This design comes from an exercise in tuning for small area, a short achievable clock period and few clock cycles per item on the open sky130 flow, not from production work.
Power and IR drop assume default switching activity.

## the reference run
// bellmanFordTop
module bellmanFordTop (
    input  logic                          clock,
    input  logic                          reset,
    input  logic                          start,
    input  bellmanFordPkg::nodeId_t       source,
    input  bellmanFordPkg::nodeId_t       destination,
    input  bellmanFordPkg::nodeId_t       nodeCount,
    output logic                          graphReadEnable,
    output bellmanFordPkg::graphAddress_t graphAddress,
    input  bellmanFordPkg::graphLine_t    graphData,
    output logic                          outWriteEnable,
    output bellmanFordPkg::graphAddress_t outAddress,
    output bellmanFordPkg::distance_t     outData,
    output logic                          busy,
    output logic                          finish,
    output logic                          negCycle
);
    localparam int NN = 31;
    localparam int DW = 13;
    localparam logic signed [DW-1:0] UNREACHED = 13'sd4095;
    typedef enum logic [2:0] {S_IDLE, S_RUN, S_PD, S_PN, S_PE, S_FIN} state_t;
    typedef enum logic [2:0] {F_WAIT, F_IDXW, F_IDX, F_ADJW, F_FIRST, F_LINE, F_GAP} fetch_t;
    typedef enum logic [1:0] {R_CONT, R_ADJY, R_IDX} req_t;
    state_t st;
    fetch_t fst;
    logic [4:0] srcR, dstR;
    logic [5:0] passCnt, passLimit;
    logic [1:0] bT;
    logic [5:0] procCnt;
    logic       phase2;
    logic [2:0] quiet;
    logic [1:0] raiseWait;
    localparam logic [5:0] PHASE1_NODES = 6'd60;
    logic [DW-1:0] distT [1:NN];
    logic [4:0]    predT [1:NN];
    logic [NN:1]   dirty;
    logic                 aValid, duRd;
    logic [4:0]           pAddr;
    logic signed [7:0]    aW;
    logic                 bValid, bInit;
    logic [4:0]           bNode;
    logic signed [DW-1:0] bCand, bTD;
    logic                 cValid, cInit, cSupp;
    logic [4:0]           cNode, cProc;
    logic signed [DW-1:0] cCand;
    logic signed [DW-1:0] du;
    logic [4:0]           procNode, selNode;
    logic                 selPend;
    logic [5:0]           pos;
    logic [4:0]           yNode, procNext;
  ...
clock: 8.0 ns
lec_check: 0
abc_area: 1
cap_margin: 20
core_margin: 2
core_utilization: 40
cts_cluster_diameter: 90
cts_cluster_size: 20
setup_slack_margin: 5.0
slew_margin: 20
tns_end_percent: 100
run.sh (not shown) runs the stock make flow with config.mk's settings and CLKGATE_MAP_FILE= SYNTH_SCRIPT=/design/flow/synth_recipe.tcl, a recipe that flattens the netlist after the stock synthesis.
Relative to the reference run, the following input files were edited for the trial run:
--- a/flow/design.v
+++ b/flow/design.v
@@ -58,19 +58,18 @@
     logic                 yPend, yPair, curIsX, issueY, switchY;
     logic [12:0]          addrY;
     logic signed [DW-1:0] du2;
     logic                 du2Rd;
     logic [2:0] slot;
     logic [7:0] rem;
     logic       reqPend;
     req_t       reqKind;
     logic [5:0] outCnt;
-    logic       waitPrev;
     logic [DW-1:0] outWord;
     assign outData = {{(16-DW){outWord[DW-1]}}, outWord};
     logic signed [DW-1:0] pDist;
     logic [4:0]           pPred;
     assign pDist    = distT[pAddr];
     assign pPred    = predT[pAddr];
     logic improve, negDetect, fwdB, fwdC;
     logic [NN:1] cSel;
     always_comb
@@ -169,19 +168,19 @@
                     if (lFirst <= 8'd2)
                     begin
                         if (curIsX && yPair)
                             issueAdjY = 1'b1;
                         else if (canIdx)
                             issueIdx = 1'b1;
                     end
                 F_WAIT:
                     if (canIdx) issueIdx = 1'b1;
-                    else if (!anyD && !aValid && !bValid && !cValid && waitPrev) doneNow = 1'b1;
+                    else if (!anyD && !aValid && !bValid && !cValid) doneNow = 1'b1;
                 default: ;
             endcase
             if (!phase2 && !selAny && selDirty && raiseWait == 2'd0)
                 raiseT = 1'b1;
         end
         negPass = issueIdx && selWrap && phase2 && (passCnt == passLimit);
     end
     logic issueNode;
     assign issueNode = issueIdx && !negPass;
@@ -227,19 +226,19 @@
     logic       startNow;
     assign startNow = st == S_IDLE && start;
     always_comb
     begin
         pAddrNext = slotNode;
         if (st == S_RUN && fst == F_IDX)
             pAddrNext = yNode;
         if (st == S_RUN && fst == F_ADJW)
             pAddrNext = selNode;
-        if ((st == S_RUN && fst == F_WAIT) || st == S_PD)
+        if (doneNow || st == S_PD)
             pAddrNext = dstR;
         if (st == S_PN)
             pAddrNext = pPred;
     end
     always_ff @(posedge clock)
     begin
         pAddr <= pAddrNext;
         aW <= slotW;
         bNode <= startNow ? source[4:0] : pAddr;
@@ -335,19 +334,18 @@
                         yPend <= 1'b0;
                         yPair <= 1'b0;
                         pos <= {1'b0, source[4:0]} + 6'd1;
                         graphReadEnable <= 1'b1;
                         graphAddress <= bellmanFordPkg::graphAddress_t'(source[4:0]);
                         reqPend <= 1'b0;
                         fst <= F_IDXW;
                         st <= S_RUN;
                         busy <= 1'b1;
-                        waitPrev <= 1'b0;
                     end
                 end
                 S_RUN:
                 begin
                     if (issueNode)
                     begin
                         graphReadEnable <= 1'b1;
                         graphAddress <= bellmanFordPkg::graphAddress_t'(selR);
                         selNode <= selR;
@@ -483,32 +481,21 @@
                                 else if (issueIdx)
                                     fst <= F_IDXW;
                                 else
                                     fst <= F_WAIT;
                             end
                         end
                         default:
                             fst <= F_WAIT;
                     endcase
-                    waitPrev <= fst == F_WAIT;
                     if (doneNow)
                     begin
-                        outWriteEnable <= 1'b1;
-                        outCnt <= 6'd0;
-                        outAddress <= '0;
-                        outWord <= (pDist == UNREACHED) ? '1 : pDist;
-                        if (pDist != UNREACHED)
-                            st <= S_PN;
-                        else
-                        begin
-                            finish <= 1'b1;
-                            st <= S_FIN;
-                        end
+                        st <= S_PD;
                     end
                     if (negDetect || negPass)
                     begin
                         negCycle <= 1'b1;
                         finish <= 1'b1;
                         graphReadEnable <= 1'b0;
                         aValid <= 1'b0;
                         bValid <= 1'b0;
                         cValid <= 1'b0;
==> results.txt <==
- NOTE detailed route wirelength on metal2 the reference run->the trial run increased by a few percent
- Diff the reference run -> the trial run: final critical-path required period saw a decrease; source-to-sink clock delay at the later pin of the worst-skew pair level; multiplexer fraction of the synthesized cell area essentially unchanged.
- Of the trial run and the reference run, it is the trial run that has the higher number of fillers in the final layout.
- Sequential share of layout area: the trial run lower than the reference run
- Compared with the reference run, the trial run shows number of clock-tree buffers in the layout lower by 1.
- Taking the reference run as the reference, in the trial run combinational fraction of design power went up; sequential power did not really move; number of cells produced by synthesis went up; final RePlAce weighted congestion went up.
Function was not checked in any run of this note: the RTL went through the layout flow alone.

[re-timing with driven ports]
The flow's constraints put no driver on any port. The routed layouts listed below were extracted and timed again, unchanged, in two steps. Step 1 (the two cells are an assumption about what drives the block):
set clk [get_ports {clock}]
set_driving_cell -lib_cell sky130_fd_sc_hd__clkbuf_16 $clk
set_driving_cell -lib_cell sky130_fd_sc_hd__buf_2 [delete_from_list [all_inputs] $clk]
Step 2, shift: input delay + t, output delay - t, t = (earliest + latest rising clock arrival at the registers) / 2. This alone moves slack from input paths to output paths. Three values: no drivers, after step 1, after step 2; two values: the first two.
run | shift t [ns] | setup WS [ns] | hold WS [ns] | pins driven straight from the clock port
the reference run | 0.720 | 4.905 / 4.905 / 4.311 | 0.342 / 0.342 / 0.342 | 1
the trial run | 0.731 | 4.965 / 4.965 / 4.396 | 0.327 / 0.327 / 0.327 | 1
After both steps setup and hold are still met in every run listed. For the reference run, which loses most, drivers alone change the setup slack by 0.000 ns; drivers and shift together by -0.594 ns.
